Context: an optimization exercise on an open-source flow, tuned for small area, a short achievable clock period and few clock cycles per item. The choices shown serve that exercise and are no tape-out recipe.
The RTL was checked by simulation tests, not by an equivalence proof against the original design.

==> job 4743: inputs <==
==> flow/design.v <==
`default_nettype none
package prrs_pkg;
    localparam int PID_W                 = 8;
    localparam int PID_RANGE             = 1 << PID_W;
    localparam int TABLE_ENTRIES_DEFAULT = 256;
    localparam int GRP_W  = 16;
    localparam int GRP_N  = PID_RANGE / GRP_W;
    localparam int GRP_IW = $clog2(GRP_W);
    typedef enum logic [1:0] {
        OP_CREATE    = 2'd0,
        OP_TERMINATE = 2'd1,
        OP_SCHEDULE  = 2'd2
    } opcode_t;
    typedef enum logic [2:0] {
        PS_NEW        = 3'd0,
        PS_READY      = 3'd1,
        PS_RUNNING    = 3'd2,
        PS_WAITING    = 3'd3,
        PS_TERMINATED = 3'd4
    } pstate_t;
    typedef enum logic [1:0] {
        RS_DONE     = 2'd0,
        RS_NOCHANGE = 2'd1,
        RS_NONE     = 2'd2
    } status_t;
    typedef struct packed {
        logic [1:0]       opcode;
        logic [PID_W-1:0] pid;
    } req_t;
    typedef struct packed {
        logic [1:0]       status;
        logic [PID_W-1:0] pid_out;
        logic [2:0]       state_out;
    } rsp_t;
    function automatic logic [GRP_IW-1:0] lowest_set(input logic [GRP_W-1:0] v);
        logic [GRP_IW-1:0] r;
        r = '0;
        for (int i = GRP_W - 1; i >= 0; i--)
        begin
            if (v[i])
            begin
                r = GRP_IW'(i);
            end
        end
        lowest_set = r;
    endfunction
    function automatic logic [GRP_W-1:0] first_set(input logic [GRP_W-1:0] v);
        logic [GRP_W-1:0] r;
        logic             seen;
        seen = 1'b0;
        for (int i = 0; i < GRP_W; i++)
        begin
            r[i] = v[i] & !seen;
            seen = seen | v[i];
        end
        first_set = r;
    endfunction
    function automatic logic [GRP_IW-1:0] onehot_idx(input logic [GRP_W-1:0] v);
        logic [GRP_IW-1:0] r;
        r = '0;
        for (int i = 0; i < GRP_W; i++)
        begin
            r = r | (v[i] ? GRP_IW'(i) : GRP_IW'(0));
        end
        onehot_idx = r;
    endfunction
    function automatic logic [GRP_W-1:0] decode(input logic [GRP_IW-1:0] a);
        logic [GRP_W-1:0] r;
        for (int i = 0; i < GRP_W; i++)
        begin
            r[i] = (a == GRP_IW'(i));
        end
        decode = r;
    endfunction
endpackage
`default_nettype wire
`default_nettype none
module prrs_pick (
    input  logic                           clk,
    input  logic                           rst_n,
    input  logic [prrs_pkg::PID_RANGE-1:0] rdy,
    input  logic [prrs_pkg::GRP_N-1:0]     grp_any,
    input  logic [prrs_pkg::PID_W-1:0]     rr,
    input  logic                           running,
    input  logic                           take,      
    input  logic                           wr,        
    input  logic [prrs_pkg::PID_W-1:0]     wr_pid,
    input  logic                           wr_rdy,    
    output logic                           found,
    output logic [prrs_pkg::PID_W-1:0]     idx
);
    localparam int GW  = prrs_pkg::GRP_W;
    localparam int GN  = prrs_pkg::GRP_N;
    localparam int GIW = prrs_pkg::GRP_IW;
    logic [GW-1:0]  rrg_reg;
    logic [GIW-1:0] grp_enc [GN];
    logic [GIW-1:0] rh;
    logic [GIW-1:0] rl;
    logic [GN-1:0]  rh_oh;
    logic [GN-1:0]  rh_gt;
    logic [GN-1:0]  rh_lt;
    logic [GW-1:0]  rl_oh;
    logic [GW-1:0]  rl_gt;
    logic [GW-1:0]  rl_lt;
    logic           part_hi_any;
    logic           lo_any;
    logic           self_ok;
    logic [GN-1:0]  above;
    logic           above_any;
    logic [GN-1:0]  tgt;
    logic [GIW-1:0] enc_tgt;
    logic [GW-1:0]  tbits;
    logic           leave;
    assign rh = rr[prrs_pkg::PID_W-1:GIW];
    assign rl = rr[GIW-1:0];
    always_comb
    begin
        rh_oh = prrs_pkg::decode(rh);
        rl_oh = prrs_pkg::decode(rl);
        for (int g = 0; g < GN; g++)
        begin
            rh_gt[g] = (GIW'(g) > rh);
            rh_lt[g] = (GIW'(g) < rh);
        end
        for (int j = 0; j < GW; j++)
        begin
            rl_gt[j] = (GIW'(j) > rl);
            rl_lt[j] = (GIW'(j) < rl);
        end
        for (int g = 0; g < GN; g++)
        begin
            grp_enc[g] = prrs_pkg::onehot_idx(prrs_pkg::first_set(rdy[g*GW +: GW]));
        end
        part_hi_any = |(rrg_reg & rl_gt);
        self_ok     = |(rrg_reg & rl_oh) & !running;
        above     = grp_any & rh_gt;
        above_any = |above;
        lo_any    = |(rrg_reg & rl_lt) | |(grp_any & rh_lt);
        if (above_any)
            tgt = prrs_pkg::first_set(above);
        else
            tgt = prrs_pkg::first_set(grp_any);
        enc_tgt = '0;
        tbits   = '0;
        for (int g = 0; g < GN; g++)
        begin
            enc_tgt = enc_tgt | (grp_enc[g] & {GIW{tgt[g]}});
            tbits   = tbits | (rdy[g*GW +: GW] & {GW{tgt[g]}});
        end
        found = part_hi_any | above_any | lo_any | self_ok;
        leave = !part_hi_any && (above_any || lo_any);
        if (part_hi_any)
            idx = {rh, prrs_pkg::onehot_idx(prrs_pkg::first_set(rrg_reg & rl_gt))};
        else if (above_any || lo_any)
            idx = {prrs_pkg::onehot_idx(tgt), enc_tgt};
        else
            idx = rr;
    end
    always_ff @(posedge clk or negedge rst_n)
    begin
        if (!rst_n)
        begin
            rrg_reg <= '0;
        end
        else if (take && leave)
        begin
            rrg_reg <= tbits;
        end
        else if (wr && (wr_pid[prrs_pkg::PID_W-1:GIW] == rh))
        begin
            rrg_reg[wr_pid[GIW-1:0]] <= wr_rdy;
        end
    end
endmodule
`default_nettype wire
`default_nettype none
module process_table_round_robin_scheduler #(
    parameter int TABLE_ENTRIES = prrs_pkg::TABLE_ENTRIES_DEFAULT
) (
    input  logic           clk,
    input  logic           rst_n,
    input  logic           req_valid,
    output logic           req_stall,
    input  prrs_pkg::req_t req,
    output logic           rsp_valid,
    input  logic           rsp_stall,
    output prrs_pkg::rsp_t rsp
);
    localparam int USED = (TABLE_ENTRIES < prrs_pkg::PID_RANGE) ? TABLE_ENTRIES : prrs_pkg::PID_RANGE;
    localparam int PW   = prrs_pkg::PID_W;
    localparam int GW   = prrs_pkg::GRP_W;
    localparam int GN   = prrs_pkg::GRP_N;
    localparam int GIW  = prrs_pkg::GRP_IW;
    logic                 in_valid_reg;
    prrs_pkg::req_t       in_reg;
    logic [USED-1:0]      rdy_reg;
    logic [USED-1:0]      term_reg;
    logic [USED-1:0]      rdy_d;
    logic [USED-1:0]      term_d;
    logic [prrs_pkg::PID_RANGE-1:0] rdy_d_pad;
    logic [GN-1:0]        grp_any_reg;
    logic [PW-1:0]        rr_reg;
    logic                 running_reg;
    logic                 rsp_valid_reg;
    prrs_pkg::rsp_t       rsp_reg;
    prrs_pkg::rsp_t       sk0_reg;
    prrs_pkg::rsp_t       sk1_reg;
    logic [1:0]           cnt_reg;
    logic                 stall_reg;
    logic                 accept;
    logic                 in_range;
    logic                 exec;
    logic                 is_sched;
    logic                 wr;
    logic [GN-1:0]        grp_oh;
    logic [GW-1:0]        ent_oh;
    logic                 term_old;
    logic [prrs_pkg::PID_RANGE-1:0] rdy_pad;
    logic                 found;
    logic [PW-1:0]        pick;
    prrs_pkg::rsp_t       ex_rsp;
    logic                 head_free;
    logic                 rsp_valid_next;
    logic [1:0]           cnt_next;
    function automatic prrs_pkg::rsp_t make_rsp(input prrs_pkg::status_t s, input logic [PW-1:0] p,
                                                input prrs_pkg::pstate_t st);
        make_rsp = {s, p, st};
    endfunction
    assign req_stall = stall_reg;
    assign accept    = req_valid && !stall_reg;
    assign exec      = in_valid_reg;
    assign in_range  = (32'(in_reg.pid) < TABLE_ENTRIES);
    assign is_sched  = exec && (in_reg.opcode == prrs_pkg::OP_SCHEDULE);
    assign wr        = exec && !in_reg.opcode[1] && in_range;
    assign grp_oh    = prrs_pkg::decode(in_reg.pid[PW-1:GIW]) & {GN{wr}};
    assign ent_oh    = prrs_pkg::decode(in_reg.pid[GIW-1:0]);
    assign rdy_pad   = prrs_pkg::PID_RANGE'(rdy_reg);
    always_comb
    begin
        logic [GN-1:0] grp_hit;
        for (int g = 0; g < GN; g++)
        begin
            grp_hit[g] = 1'b0;
            for (int j = 0; j < GW; j++)
            begin
                if (g * GW + j < USED)
                begin
                    grp_hit[g] = grp_hit[g] | (ent_oh[j] & term_reg[g * GW + j]);
                end
            end
        end
        term_old = |(grp_hit & prrs_pkg::decode(in_reg.pid[PW-1:GIW])) && in_range;
    end
    prrs_pick u_pick (
        .clk     (clk),
        .rst_n   (rst_n),
        .rdy     (rdy_pad),
        .grp_any (grp_any_reg),
        .rr      (rr_reg),
        .running (running_reg),
        .take    (is_sched && found),
        .wr      (wr),
        .wr_pid  (in_reg.pid),
        .wr_rdy  (!in_reg.opcode[0]),
        .found   (found),
        .idx     (pick)
    );
    always_comb
    begin
        case (in_reg.opcode)
            prrs_pkg::OP_CREATE:
                ex_rsp = in_range ? make_rsp(prrs_pkg::RS_DONE, in_reg.pid, prrs_pkg::PS_READY)
                                  : make_rsp(prrs_pkg::RS_NOCHANGE, in_reg.pid, prrs_pkg::PS_NEW);
            prrs_pkg::OP_TERMINATE:
                ex_rsp = !in_range ? make_rsp(prrs_pkg::RS_NOCHANGE, in_reg.pid, prrs_pkg::PS_NEW)
                       : term_old  ? make_rsp(prrs_pkg::RS_NOCHANGE, in_reg.pid, prrs_pkg::PS_TERMINATED)
                                   : make_rsp(prrs_pkg::RS_DONE, in_reg.pid, prrs_pkg::PS_TERMINATED);
            prrs_pkg::OP_SCHEDULE:
                ex_rsp = found ? make_rsp(prrs_pkg::RS_DONE, pick, prrs_pkg::PS_RUNNING)
                               : make_rsp(prrs_pkg::RS_NONE, '0, prrs_pkg::PS_NEW);
            default:
                ex_rsp = make_rsp(prrs_pkg::RS_NOCHANGE, '0, prrs_pkg::PS_NEW);
        endcase
    end
    always_comb
    begin
        rdy_d  = rdy_reg;
        term_d = term_reg;
        for (int i = 0; i < USED; i++)
        begin
            if (grp_oh[i / GW] && ent_oh[i % GW])
            begin
                rdy_d[i]  = !in_reg.opcode[0];
                term_d[i] = in_reg.opcode[0];
            end
        end
    end
    assign rdy_d_pad = prrs_pkg::PID_RANGE'(rdy_d);
    always_ff @(posedge clk or negedge rst_n)
    begin
        if (!rst_n)
        begin
            rdy_reg     <= '0;
            term_reg    <= '0;
            grp_any_reg <= '0;
            rr_reg      <= '0;
            running_reg <= 1'b0;
        end
        else
        begin
            rdy_reg  <= rdy_d;
            term_reg <= term_d;
            for (int g = 0; g < GN; g++)
            begin
                grp_any_reg[g] <= |rdy_d_pad[g*GW +: GW];
            end
            if (is_sched && found)
            begin
                rr_reg      <= pick;
                running_reg <= 1'b1;
            end
            else if (wr && (in_reg.pid == rr_reg))
            begin
                running_reg <= 1'b0;
            end
        end
    end
    always_ff @(posedge clk or negedge rst_n)
    begin
        if (!rst_n)
            in_valid_reg <= 1'b0;
        else
            in_valid_reg <= accept;
    end
    always_ff @(posedge clk)
    begin
        in_reg <= req;
    end
    assign head_free = !rsp_valid_reg || !rsp_stall;
    always_comb
    begin
        rsp_valid_next = rsp_valid_reg;
        cnt_next       = cnt_reg;
        if (head_free)
        begin
            if (cnt_reg != 2'd0)
            begin
                rsp_valid_next = 1'b1;
                cnt_next       = cnt_reg - 2'd1 + {1'b0, in_valid_reg};
            end
            else
            begin
                rsp_valid_next = in_valid_reg;
            end
        end
        else
        begin
            cnt_next = cnt_reg + {1'b0, in_valid_reg};
        end
    end
    always_ff @(posedge clk or negedge rst_n)
    begin
        if (!rst_n)
        begin
            rsp_valid_reg <= 1'b0;
            cnt_reg       <= 2'd0;
            stall_reg     <= 1'b0;
        end
        else
        begin
            rsp_valid_reg <= rsp_valid_next;
            cnt_reg       <= cnt_next;
            stall_reg     <= ({1'b0, rsp_valid_next} + cnt_next + {1'b0, accept}) >= 2'd3;
        end
    end
    always_ff @(posedge clk)
    begin
        if (head_free)
        begin
            if (cnt_reg != 2'd0)
            begin
                rsp_reg <= sk0_reg;
                if (cnt_reg == 2'd2)
                begin
                    sk0_reg <= sk1_reg;
                    sk1_reg <= ex_rsp;
                end
                else
                begin
                    sk0_reg <= ex_rsp;
                end
            end
            else
            begin
                rsp_reg <= ex_rsp;
            end
        end
        else if (in_valid_reg)
        begin
            if (cnt_reg == 2'd0)
                sk0_reg <= ex_rsp;
            else
                sk1_reg <= ex_rsp;
        end
    end
    assign rsp_valid = rsp_valid_reg;
    assign rsp       = rsp_reg;
endmodule
`default_nettype wire
==> flow/flow/run.sh <==
#!/bin/bash
set -euo pipefail
bash standard.sh SETUP_SLACK_MARGIN=6.8 "BUFFER_PORTS_ARGS=-buffer_cell sky130_fd_sc_hd__buf_4" finish > standard_flow.log 2>&1
==> flow/standard.sh <==
#!/bin/bash
# synth_recipe.tcl (not shown) runs the flow's synth.tcl, then flattens the netlist and writes it again
# the make line also repeats each setting of config.mk as NAME=value (left out here)
make -C /OpenROAD-flow-scripts/flow DESIGN_CONFIG=/design/flow/config.mk WORK_HOME=/design/flow/orfs CLKGATE_MAP_FILE= SYNTH_SCRIPT=/design/flow/synth_recipe.tcl "${@:-finish}"
==> flow/config.mk <==
export PLATFORM = sky130hd
export DESIGN_NAME = process_table_round_robin_scheduler
export DESIGN_NICKNAME = process_table_round_robin_scheduler
export VERILOG_FILES = /design/flow/design.v
export SDC_FILE = /design/flow/constraint.sdc
export NUM_CORES = 4
export LEC_CHECK = 0
export ABC_AREA = 1
export CAP_MARGIN = 20
export CORE_MARGIN = 2
export CORE_UTILIZATION = 40
export CTS_CLUSTER_DIAMETER = 60
export CTS_CLUSTER_SIZE = 20
export SLEW_MARGIN = 20
export TNS_END_PERCENT = 35
==> flow/constraint.sdc <==
create_clock -name core_clock -period 10.0 [get_ports {clk}]
set_input_delay 2.0000 -clock core_clock [delete_from_list [all_inputs] [get_ports {clk}]]
set_output_delay 2.0000 -clock core_clock [all_outputs]
set_load 0.01 [all_outputs]
==> job 1356: changes against job 4743 <==
Settings changed: CTS_CLUSTER_DIAMETER 60 to 70, CTS_CLUSTER_SIZE 20 to 24, TNS_END_PERCENT 35 to 20.
==> job 871: changes against job 4743 <==
Settings changed: ABC_AREA 1 to default, TNS_END_PERCENT 35 to 20.
==> flow_metrics.env <==
export IMPL_synth_xor_area_share_pct=0.244
export IMPL_outcome="finished clean"
export IMPL_comb_power_mw=2.27
export IMPL_final_cells=4518
export IMPL_insertion_delay_ns=0.65
export IMPL_synth_most_common_cell="dfrtp_1"
export IMPL_comb_power_share_pct=29.8
export IMPL_area_growth_pct=16.1
export IMPL_multiInputCombCellCount=2471
export IMPL_signal_buffers=202
# the run above: job 871

==> flow_metrics.env <==
export IMPL_gp_congestion=1.06
export IMPL_comb_power_mw=2.50
export IMPL_synthAdderAreaFrac_pct=0.328
export IMPL_insertion_delay_ns=0.65
export IMPL_outcome="finished clean"
export IMPL_comb_power_share_pct=33.7
export IMPL_vias=31800
export IMPL_synth_xor_area_share_pct=0.214
export IMPL_setup_violations=0
export IMPL_worst_pin_slew_ns=1.05
export IMPL_tns_ns=0
export IMPL_multiInputCombCellCount=3122
export IMPL_first_global_vias=29100
export IMPL_final_cells=5466
export IMPL_signal_buffers=148
# the run above: job 1356

==> flow_metrics.env <==
export IMPL_synth_xor_area_share_pct=0.214
export IMPL_area_growth_pct=18.0
export IMPL_start_util_pct=40.6
export IMPL_signal_buffers=217
export IMPL_synth_ff_type="dfrtp_1"
export IMPL_synth_most_common_cell="nand2_1"
export IMPL_final_cells=5566
export IMPL_comb_power_mw=2.95
export IMPL_insertion_delay_ns=0.67
export IMPL_multiInputCombCellCount=3124
export IMPL_multi_input_area_sq_um=16200
export IMPL_outcome="finished clean"
export IMPL_startpoint="rr_reg[6]"
export IMPL_largest_class="multi-input combinational cells"
# the run above: job 4743

Testbench counts of job 4743, summed over its fixed seeds: cycles 24,016, items 24,000.
Testbench counts of job 1356, summed over its fixed seeds: cycles 24,016, items 24,000.
Testbench counts of job 871, summed over its fixed seeds: cycles 24,016, items 24,000.

## afterwards: timing with drivers on the ports
No port has a modelled driver above. Below, the same layouts with a new extraction and two added sets of constraints. Step 1: set_driving_cell puts a clkbuf_16 on clk and a buf_2 on each other input, an assumption about the parent block. Step 2 also shifts input and output timing later by t, the mid clock arrival at the registers, as if the neighbouring blocks saw the same clock. Slacks: ideal / step 1 / step 2; pairs: ideal / step 1.
run	t (ns)	setup WS [ns]	clock arrival spread, ns	worst register clock-pin slew, ns	worst data-port slew with drivers (ns)
job 4743	0.722	6.609 / 6.609 / 6.324	0.036 / 0.035	0.08 / 0.08	0.05
job 1356	0.695	6.552 / 6.552 / 6.295	0.039 / 0.040	0.10 / 0.10	0.05
job 871	0.704	6.442 / 6.442 / 6.368	0.034 / 0.034	0.09 / 0.09	0.06
After both steps every run listed still meets setup and hold. For job 4743, which loses most, drivers alone change the setup slack by 0.000 ns; drivers and shift together by -0.285 ns.
